This design comes from an exercise in tuning for small area on the open sky130 flow, not from production work. In this exercise RTL edits were held to simulation tests only and were not proved equivalent to the original. Power is estimated from default activity; no workload was simulated. No driver is modelled on the clock port, so clocking that relies on it looks cheaper here than on a real chip.

==> run D: inputs <==
// input_mems_pp
module input_mems_pp #(
    parameter int INW  = 10,
    parameter int R    = 15,
    parameter int C    = 13,
    parameter int MAXK = 7,
    localparam int K_BITS      = $clog2(MAXK + 1),
    localparam int X_ADDR_BITS = $clog2(R * C),
    localparam int W_ADDR_BITS = $clog2(MAXK * MAXK)
) (
    input  logic                          clk,
    input  logic                          reset,
    input  logic        [INW-1:0]         AXIS_TDATA,
    input  logic                          AXIS_TVALID,
    input  logic        [K_BITS:0]        AXIS_TUSER,
    output logic                          AXIS_TREADY,
    output logic                          inputs_loaded,
    input  logic                          compute_finished,
    output logic        [K_BITS-1:0]      K,
    output logic signed [INW-1:0]         B,
    input  logic        [X_ADDR_BITS-1:0] X_read_addr,
    output logic signed [INW-1:0]         X_data,
    input  logic        [W_ADDR_BITS-1:0] W_read_addr,
    output logic signed [INW-1:0]         W_data,
    output logic                          proto_err
);
make LEC_CHECK=0 CAP_MARGIN=10 CORE_MARGIN=2 CORE_UTILIZATION=70 CTS_BUF_LIST=sky130_fd_sc_hd__clkbuf_16 CTS_CLUSTER_DIAMETER=100 CTS_CLUSTER_SIZE=25 SLEW_MARGIN=10 SYNTH_HIERARCHICAL=1 SYNTH_MINIMUM_KEEP_SIZE=0 finish   # period 8.0 ns
run.sh (not shown) runs the stock make flow with config.mk's settings and CLKGATE_MAP_FILE= SYNTH_SCRIPT=/design/flow/synth_recipe.tcl, a recipe that flattens the netlist after the stock synthesis.
==> run K: changes against run D <==
--- a/flow/design.v
+++ b/flow/design.v
@@ -28,12 +28,14 @@
     input  logic        [W_ADDR_BITS-1:0] W_read_addr,
     output logic signed [INW-1:0]         W_data,
     output logic                          proto_err
 );
     localparam int NX = R * C;
     localparam int NW = MAXK * MAXK;
+    localparam int NXG = (2 * NX + 2) / 3;    
+    localparam int NWG = (2 * NW + 2) / 3;    
     typedef enum logic [1:0] {
         IDLE    = 2'd0,
         INPUT_W = 2'd1,
         INPUT_B = 2'd2,
         INPUT_X = 2'd3
     } state_t;
@@ -200,57 +202,74 @@
             3'd5:    woff_s = 6'd24;
             3'd6:    woff_s = 6'd13;
             default: woff_s = 6'd0;
         endcase
         wpos_s = {1'b0, W_read_addr} + {1'b0, woff_s};
     end
-    logic [15:0]   xrlo_s, xrhi_s;
-    logic [7:0]    wrlo_s;
-    logic [6:0]    wrhi_s;
-    logic [NX-1:0] xsel_s;
-    logic [NW-1:0] wsel_s;
-    always_comb begin
+    logic [15:0] xrlo_s, xrhi_s [2];
+    logic [7:0]  wrlo_s;
+    logic [6:0]  wrhi_s [2];
+    logic        wok_s;
+    logic [2*NX-1:0] xsel_s;
+    logic [2*NW-1:0] wsel_s;
+    always_comb begin
+        wok_s = !reset && (W_read_addr < 6'(NW));
         for (int i = 0; i < 16; i++) begin
-            xrlo_s[i] = (X_read_addr[3:0] == 4'(i));
-            xrhi_s[i] = !reset && (X_read_addr[7:4] == 4'(i));
+            xrlo_s[i]    = (X_read_addr[3:0] == 4'(i));
+            xrhi_s[0][i] = !reset && !rd_bank_r && (X_read_addr[7:4] == 4'(i));
+            xrhi_s[1][i] = !reset &&  rd_bank_r && (X_read_addr[7:4] == 4'(i));
         end
         for (int i = 0; i < 8; i++) begin
             wrlo_s[i] = (wpos_s[2:0] == 3'(i));
         end
         for (int i = 0; i < 7; i++) begin
-            wrhi_s[i] = !reset && (W_read_addr < 6'(NW)) && (wpos_s[6:3] == 4'(i));
-        end
-        for (int i = 0; i < NX; i++) xsel_s[i] = xrlo_s[i % 16] && xrhi_s[i / 16];
-        for (int i = 0; i < NW; i++) wsel_s[i] = wrlo_s[i % 8] && wrhi_s[i / 8];
-    end
-    localparam int NXG = NX / 3;          
-    localparam int NWG = NW / 3;          
-    logic [NXG-1:0] xg_n [2][INW];
-    logic [NWG:0]   wg_n [2][INW];
-    for (genvar b = 0; b < 2; b++) begin : g_bank
-        for (genvar d = 0; d < INW; d++) begin : g_bit
-            for (genvar g = 0; g < NXG; g++) begin : g_x
-                mems_aoi222 u_x (
-                    .a0(xsel_s[3*g]),   .b0(xb_r[b][3*g][d]),
-                    .a1(xsel_s[3*g+1]), .b1(xb_r[b][3*g+1][d]),
-                    .a2(xsel_s[3*g+2]), .b2(xb_r[b][3*g+2][d]),
-                    .y(xg_n[b][d][g])
-                );
-            end
-            for (genvar g = 0; g < NWG; g++) begin : g_w
-                mems_aoi222 u_w (
-                    .a0(wsel_s[3*g]),   .b0(wb_r[b][3*g][d]),
-                    .a1(wsel_s[3*g+1]), .b1(wb_r[b][3*g+1][d]),
-                    .a2(wsel_s[3*g+2]), .b2(wb_r[b][3*g+2][d]),
-                    .y(wg_n[b][d][g])
-                );
-            end
-            assign wg_n[b][d][NWG] = ~(wsel_s[NW-1] & wb_r[b][NW-1][d]);
+            wrhi_s[0][i] = wok_s && !wrb_s && (wpos_s[6:3] == 4'(i));
+            wrhi_s[1][i] = wok_s &&  wrb_s && (wpos_s[6:3] == 4'(i));
+        end
+        for (int b = 0; b < 2; b++) begin
+            for (int i = 0; i < NX; i++) xsel_s[b*NX + i] = xrlo_s[i % 16] && xrhi_s[b][i / 16];
+            for (int i = 0; i < NW; i++) wsel_s[b*NW + i] = wrlo_s[i % 8] && wrhi_s[b][i / 8];
+        end
+    end
+    logic [INW-1:0] xflat_s [3*NXG];
+    logic [INW-1:0] wflat_s [3*NWG];
+    logic [3*NXG-1:0] xselp_s;
+    logic [3*NWG-1:0] wselp_s;
+    always_comb begin
+        xselp_s = '0;
+        wselp_s = '0;
+        xselp_s[2*NX-1:0] = xsel_s;
+        wselp_s[2*NW-1:0] = wsel_s;
+        for (int j = 0; j < 3*NXG; j++) xflat_s[j] = '0;
+        for (int j = 0; j < 3*NWG; j++) wflat_s[j] = '0;
+        for (int b = 0; b < 2; b++) begin
+            for (int i = 0; i < NX; i++) xflat_s[b*NX + i] = xb_r[b][i];
+            for (int i = 0; i < NW; i++) wflat_s[b*NW + i] = wb_r[b][i];
+        end
+    end
+    logic [NXG-1:0] xg_n [INW];
+    logic [NWG-1:0] wg_n [INW];
+    for (genvar d = 0; d < INW; d++) begin : g_bit
+        for (genvar g = 0; g < NXG; g++) begin : g_x
+            mems_aoi222 u_x (
+                .a0(xselp_s[3*g]),   .b0(xflat_s[3*g][d]),
+                .a1(xselp_s[3*g+1]), .b1(xflat_s[3*g+1][d]),
+                .a2(xselp_s[3*g+2]), .b2(xflat_s[3*g+2][d]),
+                .y(xg_n[d][g])
+            );
+        end
+        for (genvar g = 0; g < NWG; g++) begin : g_w
+            mems_aoi222 u_w (
+                .a0(wselp_s[3*g]),   .b0(wflat_s[3*g][d]),
+                .a1(wselp_s[3*g+1]), .b1(wflat_s[3*g+1][d]),
+                .a2(wselp_s[3*g+2]), .b2(wflat_s[3*g+2][d]),
+                .y(wg_n[d][g])
+            );
         end
     end
     always_ff @(posedge clk) begin
         for (int d = 0; d < INW; d++) begin
-            x_data_r[d] <= rd_bank_r ? ~&xg_n[1][d] : ~&xg_n[0][d];
-            w_data_r[d] <= wrb_s     ? ~&wg_n[1][d] : ~&wg_n[0][d];
+            x_data_r[d] <= ~&xg_n[d];
+            w_data_r[d] <= ~&wg_n[d];
         end
     end
 endmodule
==> flow/flow/run.sh (new file) <==
#!/bin/bash
# The standard layout, with two changes: the clock tree is built without dummy
# balancing loads and with larger sink clusters, and ports are buffered with the
# smallest buffer. Everything else (synthesis, floorplan, power grid, placement,
# routing) is the standard flow, unchanged.
set -euo pipefail
export CTS_ARGS="-sink_clustering_enable -repair_clock_nets -dont_use_dummy_load -buf_list sky130_fd_sc_hd__clkbuf_16 -sink_clustering_size 30 -sink_clustering_max_diameter 100"
export BUFFER_PORTS_ARGS="-buffer_cell sky130_fd_sc_hd__buf_1"
bash standard.sh finish > standard_make.log 2>&1
==> flow/standard.sh (new file) <==
#!/bin/bash
# synth_recipe.tcl (not shown) runs the flow's synth.tcl, then flattens the netlist and writes it again
# the make line also repeats each setting of config.mk as NAME=value (left out here)
make -C /OpenROAD-flow-scripts/flow DESIGN_CONFIG=/design/flow/config.mk WORK_HOME=/design/flow/orfs CLKGATE_MAP_FILE= SYNTH_SCRIPT=/design/flow/synth_recipe.tcl "${@:-finish}"
removed: flow/run.sh
==> run Y: changes against run D <==
--- a/flow/design.v
+++ b/flow/design.v
@@ -28,12 +28,14 @@
     input  logic        [W_ADDR_BITS-1:0] W_read_addr,
     output logic signed [INW-1:0]         W_data,
     output logic                          proto_err
 );
     localparam int NX = R * C;
     localparam int NW = MAXK * MAXK;
+    localparam int NXG = (2 * NX + 2) / 3;    
+    localparam int NWG = (2 * NW + 2) / 3;    
     typedef enum logic [1:0] {
         IDLE    = 2'd0,
         INPUT_W = 2'd1,
         INPUT_B = 2'd2,
         INPUT_X = 2'd3
     } state_t;
@@ -200,57 +202,74 @@
             3'd5:    woff_s = 6'd24;
             3'd6:    woff_s = 6'd13;
             default: woff_s = 6'd0;
         endcase
         wpos_s = {1'b0, W_read_addr} + {1'b0, woff_s};
     end
-    logic [15:0]   xrlo_s, xrhi_s;
-    logic [7:0]    wrlo_s;
-    logic [6:0]    wrhi_s;
-    logic [NX-1:0] xsel_s;
-    logic [NW-1:0] wsel_s;
-    always_comb begin
+    logic [15:0] xrlo_s, xrhi_s [2];
+    logic [7:0]  wrlo_s;
+    logic [6:0]  wrhi_s [2];
+    logic        wok_s;
+    logic [2*NX-1:0] xsel_s;
+    logic [2*NW-1:0] wsel_s;
+    always_comb begin
+        wok_s = !reset && (W_read_addr < 6'(NW));
         for (int i = 0; i < 16; i++) begin
-            xrlo_s[i] = (X_read_addr[3:0] == 4'(i));
-            xrhi_s[i] = !reset && (X_read_addr[7:4] == 4'(i));
+            xrlo_s[i]    = (X_read_addr[3:0] == 4'(i));
+            xrhi_s[0][i] = !reset && !rd_bank_r && (X_read_addr[7:4] == 4'(i));
+            xrhi_s[1][i] = !reset &&  rd_bank_r && (X_read_addr[7:4] == 4'(i));
         end
         for (int i = 0; i < 8; i++) begin
             wrlo_s[i] = (wpos_s[2:0] == 3'(i));
         end
         for (int i = 0; i < 7; i++) begin
-            wrhi_s[i] = !reset && (W_read_addr < 6'(NW)) && (wpos_s[6:3] == 4'(i));
-        end
-        for (int i = 0; i < NX; i++) xsel_s[i] = xrlo_s[i % 16] && xrhi_s[i / 16];
-        for (int i = 0; i < NW; i++) wsel_s[i] = wrlo_s[i % 8] && wrhi_s[i / 8];
-    end
-    localparam int NXG = NX / 3;          
-    localparam int NWG = NW / 3;          
-    logic [NXG-1:0] xg_n [2][INW];
-    logic [NWG:0]   wg_n [2][INW];
-    for (genvar b = 0; b < 2; b++) begin : g_bank
-        for (genvar d = 0; d < INW; d++) begin : g_bit
-            for (genvar g = 0; g < NXG; g++) begin : g_x
-                mems_aoi222 u_x (
-                    .a0(xsel_s[3*g]),   .b0(xb_r[b][3*g][d]),
-                    .a1(xsel_s[3*g+1]), .b1(xb_r[b][3*g+1][d]),
-                    .a2(xsel_s[3*g+2]), .b2(xb_r[b][3*g+2][d]),
-                    .y(xg_n[b][d][g])
-                );
-            end
-            for (genvar g = 0; g < NWG; g++) begin : g_w
-                mems_aoi222 u_w (
-                    .a0(wsel_s[3*g]),   .b0(wb_r[b][3*g][d]),
-                    .a1(wsel_s[3*g+1]), .b1(wb_r[b][3*g+1][d]),
-                    .a2(wsel_s[3*g+2]), .b2(wb_r[b][3*g+2][d]),
-                    .y(wg_n[b][d][g])
-                );
-            end
-            assign wg_n[b][d][NWG] = ~(wsel_s[NW-1] & wb_r[b][NW-1][d]);
+            wrhi_s[0][i] = wok_s && !wrb_s && (wpos_s[6:3] == 4'(i));
+            wrhi_s[1][i] = wok_s &&  wrb_s && (wpos_s[6:3] == 4'(i));
+        end
+        for (int b = 0; b < 2; b++) begin
+            for (int i = 0; i < NX; i++) xsel_s[b*NX + i] = xrlo_s[i % 16] && xrhi_s[b][i / 16];
+            for (int i = 0; i < NW; i++) wsel_s[b*NW + i] = wrlo_s[i % 8] && wrhi_s[b][i / 8];
+        end
+    end
+    logic [INW-1:0] xflat_s [3*NXG];
+    logic [INW-1:0] wflat_s [3*NWG];
+    logic [3*NXG-1:0] xselp_s;
+    logic [3*NWG-1:0] wselp_s;
+    always_comb begin
+        xselp_s = '0;
+        wselp_s = '0;
+        xselp_s[2*NX-1:0] = xsel_s;
+        wselp_s[2*NW-1:0] = wsel_s;
+        for (int j = 0; j < 3*NXG; j++) xflat_s[j] = '0;
+        for (int j = 0; j < 3*NWG; j++) wflat_s[j] = '0;
+        for (int b = 0; b < 2; b++) begin
+            for (int i = 0; i < NX; i++) xflat_s[b*NX + i] = xb_r[b][i];
+            for (int i = 0; i < NW; i++) wflat_s[b*NW + i] = wb_r[b][i];
+        end
+    end
+    logic [NXG-1:0] xg_n [INW];
+    logic [NWG-1:0] wg_n [INW];
+    for (genvar d = 0; d < INW; d++) begin : g_bit
+        for (genvar g = 0; g < NXG; g++) begin : g_x
+            mems_aoi222 u_x (
+                .a0(xselp_s[3*g]),   .b0(xflat_s[3*g][d]),
+                .a1(xselp_s[3*g+1]), .b1(xflat_s[3*g+1][d]),
+                .a2(xselp_s[3*g+2]), .b2(xflat_s[3*g+2][d]),
+                .y(xg_n[d][g])
+            );
+        end
+        for (genvar g = 0; g < NWG; g++) begin : g_w
+            mems_aoi222 u_w (
+                .a0(wselp_s[3*g]),   .b0(wflat_s[3*g][d]),
+                .a1(wselp_s[3*g+1]), .b1(wflat_s[3*g+1][d]),
+                .a2(wselp_s[3*g+2]), .b2(wflat_s[3*g+2][d]),
+                .y(wg_n[d][g])
+            );
         end
     end
     always_ff @(posedge clk) begin
         for (int d = 0; d < INW; d++) begin
-            x_data_r[d] <= rd_bank_r ? ~&xg_n[1][d] : ~&xg_n[0][d];
-            w_data_r[d] <= wrb_s     ? ~&wg_n[1][d] : ~&wg_n[0][d];
+            x_data_r[d] <= ~&xg_n[d];
+            w_data_r[d] <= ~&wg_n[d];
         end
     end
 endmodule
Settings changed: CAP_MARGIN 10 to 20, CORE_UTILIZATION 70 to 60, SLEW_MARGIN 10 to 20.
==> results.txt <==
- Run D completed without violations. Run K reached the layout checks and failed them: capacitance limit, slew limit. Run Y passed the timing, DRC and antenna checks.
- The highest first-iteration DRC count belongs to run K, the lowest to run D.
- The highest combinational power belongs to run Y, the lowest to run D.
- Flip-flop and latch count is the same in run Y and run K.
- Sequential share of layout area, lowest first: run Y, run D, run K.
- In run Y the register-to-register slack is higher than in run D, by 0.14 ns.

[re-timing with driven ports]
How much do the figures lean on ideal ports? The routed layouts below were timed once more, with nothing changed but the port constraints. Step 1: set_driving_cell puts a clkbuf_16 on clk and a buf_2 on each other input, an assumption about the parent block. Step 2 times the ports against the registers' clock, not the clock port: input delays grow and output delays shrink by t, the midpoint of the rising clock arrivals with the driver on. a / b / c = no drivers / after step 1 / after step 2; a / b = the first two.
run | shift t [ns] | slack for setup (ns) | slew at the worst register clock pin (ns) | cell pins on the clock port's net
run D | 0.985 | 1.542 / 1.615 / 0.630 | 0.11 / 0.11 | 1
run K | 0.961 | 1.089 / 1.168 / 0.207 | 0.12 / 0.12 | 1
run Y | 1.022 | 1.639 / 1.708 / 0.686 | 0.10 / 0.10 | 1
The setup slack of run Y, which loses most, moves by +0.069 ns with the drivers and by -0.953 ns with both steps.
